This design comes from an exercise in tuning for small area, a short achievable clock period and few clock cycles per item on the open sky130 flow, not from production work. Function was checked by simulation only, so behaviour that the tests miss may differ from the original.

$ cat design/flow/run.sh
#!/bin/bash
# synth_recipe.tcl (not shown) runs the flow's synth.tcl, then flattens the netlist and writes it again
# the make line also repeats each setting of config.mk as NAME=value (left out here)
make -C /OpenROAD-flow-scripts/flow DESIGN_CONFIG=/design/flow/config.mk WORK_HOME=/design/flow/orfs CLKGATE_MAP_FILE= SYNTH_SCRIPT=/design/flow/synth_recipe.tcl finish
$ cat design/flow/config.mk
export PLATFORM = sky130hd
export DESIGN_NAME = dsp_core
export DESIGN_NICKNAME = dsp_core
export VERILOG_FILES = /design/flow/design.v
export SDC_FILE = /design/flow/constraint.sdc
export NUM_CORES = 4
export LEC_CHECK = 0
export CAP_MARGIN = 20
export CORE_MARGIN = 2
export CORE_UTILIZATION = 40
export SLEW_MARGIN = 20
$ cat design/flow/constraint.sdc
create_clock -name core_clock -period 10.0 [get_ports {clk}]
set_input_delay 2.0000 -clock core_clock [delete_from_list [all_inputs] [get_ports {clk}]]
set_output_delay 2.0000 -clock core_clock [all_outputs]
set_load 0.01 [all_outputs]
$ cat design/flow/design.v
package dsp_pkg;
	localparam int data_width = 16;
	localparam int n_blocks = 16;
	localparam int n_block_regs = 2;
	localparam int n_channels = 16;
	localparam int skid_depth = 2;
	localparam int skid_ptr_width = $clog2(skid_depth);
	typedef logic signed [data_width - 1 : 0] sample_t;
	typedef logic signed [2 * data_width - 1 : 0] product_t;
	typedef logic [$clog2(n_blocks) - 1 : 0] block_addr_t;
	typedef logic [$clog2(n_blocks) : 0] block_count_t;
	typedef logic [$clog2(n_channels) - 1 : 0] channel_addr_t;
	typedef logic [4 : 0] shift_t;
	typedef logic [31 : 0] instr_t;
	localparam channel_addr_t input_channel = 1;
	localparam channel_addr_t output_channel = 0;
	localparam product_t sample_max = 32'sd32767;
	localparam product_t sample_min = -32'sd32768;
	localparam int src_a_lsb = 0;
	localparam int src_b_lsb = 4;
	localparam int src_c_lsb = 8;
	localparam int dest_lsb = 12;
	localparam int shift_lsb = 16;
	localparam int src_b_reg_bit = 21;
	localparam int src_c_reg_bit = 22;
	localparam int saturate_disable_bit = 23;
	typedef struct packed {
		logic instr_write;
		logic reg_write;
		block_addr_t block_target;
		logic reg_target;
		instr_t instr_val;
		sample_t reg_val;
	} command_t;
	typedef struct packed {
		channel_addr_t dest;
		sample_t arg_a;
		sample_t arg_b;
		sample_t arg_c;
		shift_t shift;
		logic saturate_disable;
	} madd_op_t;
	typedef struct packed {
		channel_addr_t dest;
		sample_t value;
	} madd_result_t;
endpackage
`timescale 1ns/10ps
module dsp_core (
	input logic clk,
	input logic reset,
	input logic tick,
	input dsp_pkg::sample_t sample_in,
	input dsp_pkg::command_t command,
	output dsp_pkg::sample_t sample_out,
	output logic ready,
	output dsp_pkg::block_count_t n_blocks_running,
	output logic [31 : 0] commits_accepted
);
	logic [23 : 0] instrs [16];
	logic signed [15 : 0] coef0 [16];
	logic signed [15 : 0] coef1 [16];
	logic signed [15 : 0] ch [16];
	logic busy;
	logic tick_q;
	logic [3 : 0] cur;
	logic [4 : 0] nxt;
	logic [23 : 0] ins_q;
	logic [3 : 0] fetch_addr;
	logic s2_v;
	logic signed [31 : 0] s2_prod;
	logic [3 : 0] s2_dest;
	logic [4 : 0] s2_sh;
	logic s2_satd;
	logic s2_creg;
	logic [3 : 0] s2_caddr;
	logic signed [15 : 0] s2_cconst;
	logic [3 : 0] a_addr, b_addr, c_addr, dest;
	logic breg;
	logic stall, adv, last;
	logic signed [15 : 0] a_val, b_val;
	assign a_addr = ins_q[3 : 0];
	assign b_addr = ins_q[7 : 4];
	assign c_addr = ins_q[11 : 8];
	assign dest = ins_q[15 : 12];
	assign breg = ins_q[21];
	assign stall = s2_v && (a_addr == s2_dest || (!breg && b_addr == s2_dest));
	assign adv = busy && !stall;
	assign last = nxt == n_blocks_running;
	assign a_val = ch[a_addr];
	assign b_val = breg ? coef0[cur] : ch[b_addr];
	always_comb begin
		if (tick)
			fetch_addr = 4'd0;
		else if (adv)
			fetch_addr = nxt[3 : 0];
		else
			fetch_addr = cur;
	end
	always_ff @(posedge clk) begin
		ins_q <= instrs[fetch_addr];
	end
	always_ff @(posedge clk) begin
		if (reset) begin
			busy <= 1'b0;
			tick_q <= 1'b0;
			s2_v <= 1'b0;
		end else begin
			tick_q <= tick;
			s2_v <= adv;
			if (tick)
				busy <= n_blocks_running != '0;
			else if (adv && last)
				busy <= 1'b0;
		end
	end
	always_ff @(posedge clk) begin
		if (tick) begin
			cur <= 4'd0;
			nxt <= 5'd1;
		end else if (adv) begin
			cur <= nxt[3 : 0];
			nxt <= nxt + 5'd1;
		end
	end
	always_ff @(posedge clk) begin
		s2_prod <= 32'(a_val) * 32'(b_val);
		s2_dest <= dest;
		s2_sh <= ins_q[20 : 16];
		s2_satd <= ins_q[23];
		s2_creg <= ins_q[22];
		s2_caddr <= c_addr;
		s2_cconst <= coef1[cur];
	end
	logic signed [15 : 0] c_val;
	logic signed [31 : 0] shifted;
	logic signed [31 : 0] sum;
	logic signed [15 : 0] res;
	assign c_val = s2_creg ? s2_cconst : ch[s2_caddr];
	assign shifted = s2_prod >>> s2_sh;
	assign sum = shifted + 32'(c_val);
	always_comb begin
		if (s2_satd)
			res = sum[15 : 0];
		else if (!sum[31] && sum[30 : 15] != '0)
			res = 16'sh7fff;
		else if (sum[31] && sum[30 : 15] != '1)
			res = 16'sh8000;
		else
			res = sum[15 : 0];
	end
	logic [3 : 0] tgt;
	logic [15 : 0] reg_wdata;
	logic [15 : 0] res_wdata;
	logic [15 : 0] ch1_wdata;
	assign tgt = command.block_target;
	assign reg_wdata = reset ? 16'd0 : command.reg_val;
	assign res_wdata = reset ? 16'd0 : res;
	assign ch1_wdata = reset ? 16'd0 : tick ? sample_in : res;
	always_ff @(posedge clk) begin
		if (command.instr_write)
			instrs[tgt] <= command.instr_val[23 : 0];
	end
	always_ff @(posedge clk) begin
		for (int k = 0; k < 16; k++) begin
			if (reset || (command.reg_write && !command.reg_target && tgt == 4'(k)))
				coef0[k] <= reg_wdata;
			if (reset || (command.reg_write && command.reg_target && tgt == 4'(k)))
				coef1[k] <= reg_wdata;
		end
	end
	always_ff @(posedge clk) begin
		for (int k = 0; k < 16; k++) begin
			if (k == 1) begin
				if (reset || tick || (s2_v && s2_dest == 4'(k)))
					ch[k] <= ch1_wdata;
			end else begin
				if (reset || (s2_v && s2_dest == 4'(k)))
					ch[k] <= res_wdata;
			end
		end
	end
	always_ff @(posedge clk) begin
		if (reset) begin
			sample_out <= '0;
			commits_accepted <= '0;
			n_blocks_running <= '0;
		end else begin
			if (tick) begin
				sample_out <= (s2_v && s2_dest == 4'd0) ? res : ch[0];
				commits_accepted <= commits_accepted + 32'(n_blocks_running);
			end
			if (command.instr_write && {1'b0, tgt} >= n_blocks_running)
				n_blocks_running <= {1'b0, tgt} + 5'd1;
		end
	end
	assign ready = !busy && !tick_q;
endmodule
==> impl_summary.txt <==
----------------------------------------------------
[Outcome]
  Run status ... finished clean

[Floorplanning]
  Horizontal die dimension ... 407 um
  Row count ... 147
  Area enclosed by the die boundary ... 0.166 mm^2
  Ports ... 128
  Starting density of the core ... 0.404
  Standard cell core area ... 0.161 mm^2
  DIE HEIGHT ... 407 um

[Timing]
  Final worst-path cycle share ... 0.930
  Unrepaired setup endpoints after global routing ... false
  Final critical path time including I/O delays and setup ... 9.30 ns
  Worst-case clock skew ... 0.0267 ns
  Max Transition Viols Final ... 0
  Endpoints failing hold ... 0
  TNS Setup ... 0 ns
  Worst hold slack ... 0.314 ns
  Maximum operating frequency ... 108 MHz
  Tightest Pin Transition ... 1.21 ns
  Worst slew slack as a fraction of its limit ... 0.188
  Count of final setup violators ... 0

[Finish]
  Final design utilization ... 0.465
  Synth-to-layout area growth ... 15.2%
  # nets final ... 5554
  Number of fillers in the final layout ... 14147
  Share of cells above drive strength 1 ... 0.127

[Yosys]
  Fraction of synthesized cell area taken by the top area cell type ... 0.533
  Post-synth EDFFs ... 1152
  Asr flop ratio synth ... 0
  Top area cells in the synthesized netlist ... edfxtp_1 53%, fa_1 8.2%, a22oi_1 5.0%
  Sequential element share of the synthesized area ... 0.580
  Library cell with the largest summed area after synthesis ... edfxtp_1
  Cell Area, Synth ... 0.0649 mm^2
  Count of warnings emitted by yosys ... 4
  Number of unique standard cell types used by synthesis ... 75
  Instance count of the mapped netlist ... 4879
  Prevailing post-synth register cell ... edfxtp_1
  Synth Area per Inst ... 13.3 um^2
  Post-synthesis register bit count ... 1304
  Net count after synthesis ... 5344

[Routing]
  Number of vias per cell ... 6.04
  Remaining antenna violation count ... 0
  # DRC ... 0
  Total via count in the routed design ... 44490
  Initial DRT Pass Iterations ... 7
  WL final ... 218000 um
  Starting DRT DRC Count ... 6223
  Avg WL per Cell ... 29.6 um

[Clocking]
  Clock root buffer master ... clkbuf_16
  TritonCTS clock tree ... built
  Hold-fix buffers at CTS ... 0
  Number of clock sinks ... 1304
  Clock-pin slew reported for the worst setup and hold paths after clock tree synthesis ... 0.06 ns
  Buffer count from post-CTS setup fixing ... 0
  Clock network latency to the later pin of the worst-skew pair ... 0.79 ns
  Quantity of gates resized following cts ... 0
  Deepest clock path buffer count ... 3
  Number of clock buffers inserted by TritonCTS ... 136
  H-tree levels ... 4

[Critical path]
  Class of the most critical setup path ... flop to flop
  Cell with the largest stage delay on the worst path ... nor3_4
  Worst endpoint required time ... 10.70 ns
  Element type at the critical path start ... flop
  Most frequent CP cell ... fa_1
  Slowest Stage Delay on Critical Path ... 0.68 ns
  Crit. End Element ... flop
  WP data arrival ... 10.00 ns
  Crit-path max FO ... 10

[Worst hold path]
  Worst min-delay path category ... flop to flop

[Global route]
  Via count of the first global-routing pass ... 43919
  Total global routing track utilization ... 0.262
  Number of antenna violations at the first check in global routing ... 15
  Total congestion overflow after global routing ... 0
  Maximum number of pins on one net before global-route repair ... 129
  Global-route wire length before repair ... 311000 um

[Place]
  Buffers added on ports ... 119
  Placer's final routability congestion estimate ... 0.963
  Detailed placer's ending HPWL ... 138000 um

[Job]
  Number of max-cap violations ... 0

----------------------------------------------------
==> cell usage after synthesis, types with 53 or more instances <==
| cell | number |
|---|---|
| a21oi_1 | 176 |
| a221oi_1 | 64 |
| a22o_1 | 60 |
| a22oi_1 | 436 |
| clkbuf_1 | 211 |
| dfxtp_1 | 152 |
| edfxtp_1 | 1152 |
| fa_1 | 265 |
| ha_1 | 126 |
| inv_1 | 328 |
| mux2i_1 | 253 |
| mux4_2 | 61 |
| nand2_1 | 209 |
| nand2b_1 | 96 |
| nand3_1 | 95 |
| nand4_1 | 114 |
| nor2_1 | 246 |
| nor2b_1 | 86 |
| o21ai_0 | 136 |
| xnor2_1 | 53 |
==> worst max-delay path: cells and delay by family (launching register included) <==
| kind | cells | cell delay (ns) |
|---|---|---|
| fa+ha+maj | 7 | 3.39 |
| compound gates | 11 | 2.76 |
| simple gates | 6 | 1.83 |
| flops | 1 | 0.58 |
| buf+inv | 4 | 0.50 |
| xor+xnor | 1 | 0.13 |
==> placed cells by master (no fill, tap or decap), drive strengths merged, types with 137 or more instances in the layout <==
cell type	n
dfxtp	152
nand2	209
nor2	246
fa	265
edfxtp	1152
a21oi	190
mux2i	253
o21ai	137
buf	215
inv	337
clkbuf	168
a22oi	436
==> state kept, by name (all words and copies together) (netlist names) <==
| signal | count |
|---|---|
| instrs | 384 |
| ch | 256 |
| coef0 | 256 |
| coef1 | 256 |
| commits_accepted | 32 |
| s2_prod | 32 |
| ins_q | 24 |
| s2_cconst | 16 |
| sample_out | 16 |
| n_blocks_running | 5 |
| nxt | 5 |
| s2_sh | 5 |
| cur | 4 |
| s2_caddr | 4 |
| s2_dest | 4 |
| busy | 1 |
| s2_creg | 1 |
| s2_satd | 1 |
| s2_v | 1 |
| tick_q | 1 |
==> path summary, 6_finish.rpt <==
kind | from | endpoint | slack [ns] | cells past startpoint
setup / recovery | ins_q[6] | s2_prod[31] | 0.70 | 29
hold / removal | ins_q[23] | s2_satd | 0.31 | 0
setup reg to reg | ins_q[6] | s2_prod[31] | 0.70 | 29
hold reg to reg | ins_q[23] | s2_satd | 0.31 | 0
==> cell families after synthesis <==
family	after synthesis	share of synthesized area
compound gates	1133	0.124
simple gates	1038	0.0804
mux	324	0.0619
buf+inv	591	0.0351
flops	1304	0.580
xor+xnor	98	0.0132
fa+ha+maj	391	0.106
==> routing by layer <==
| metal | routed length, um | GRT usage |
|---|---|---|
| met5 | 95 | 0.00149 |
| met4 | 9410 | 0.0984 |
| met3 | 23900 | 0.0751 |
| met2 | 97400 | 0.404 |
| met1 | 87000 | 0.351 |
==> stage by stage <==
| step | worst slack [ns] | instance area, um^2 | instances |
|---|---|---|---|
| global placement | 0.665 | 70100 | 7110 |
| CTS | 0.767 | 74800 | 7357 |
| global route | 0.277 | 74800 | 7359 |
| finish | 0.701 | 74800 | 7360 |
| floorplan | 1.88 | 64900 | 4879 |
| detailed placement | 0.849 | 70200 | 7110 |
==> layout make-up <==
| type | instances | area (um^2) | area share |
|---|---|---|---|
| Sequential cell | 1304 | 37600 | 0.503 |
| Clock buffer | 168 | 3640 | 0.0486 |
| Timing Repair Buffer | 332 | 2870 | 0.0383 |
| Multi-Input combinational cell | 2984 | 25800 | 0.345 |
| Clock inverter | 79 | 928 | 0.0124 |
| Tap cell | 2160 | 2700 | 0.0361 |
| Antenna cell | 2 | 5.00 | 0.0000669 |
| Inverter | 331 | 1240 | 0.0166 |
Testbench counts, summed over its fixed seeds: cycles 27,927, samples 2,048.

## re-timing with driven ports
The flow's constraints put no driver on any port. The routed layout listed below was extracted and timed again, unchanged, in two steps. Step 1 sets driving cells, clkbuf_16 on the clock port and buf_2 on the other inputs (assumed; they add their load-dependent delay and slew). Step 2 times the ports against the registers' clock, not the clock port: input delays grow and output delays shrink by t, the midpoint of the rising clock arrivals with the driver on. Three values: ideal, step 1, step 2; two values: the first two.
t, ns: 0.855
setup slack, ns: 0.701 / 0.701 / 0.701
hold slack, ns: 0.314 / 0.314 / 0.314
clock arrival spread, ns: 0.027 / 0.027
pins driven straight from the clock port: 1
After both steps this run still meets setup and hold. For this run, drivers alone change the setup slack by 0.000 ns; drivers and shift together by 0.000 ns.
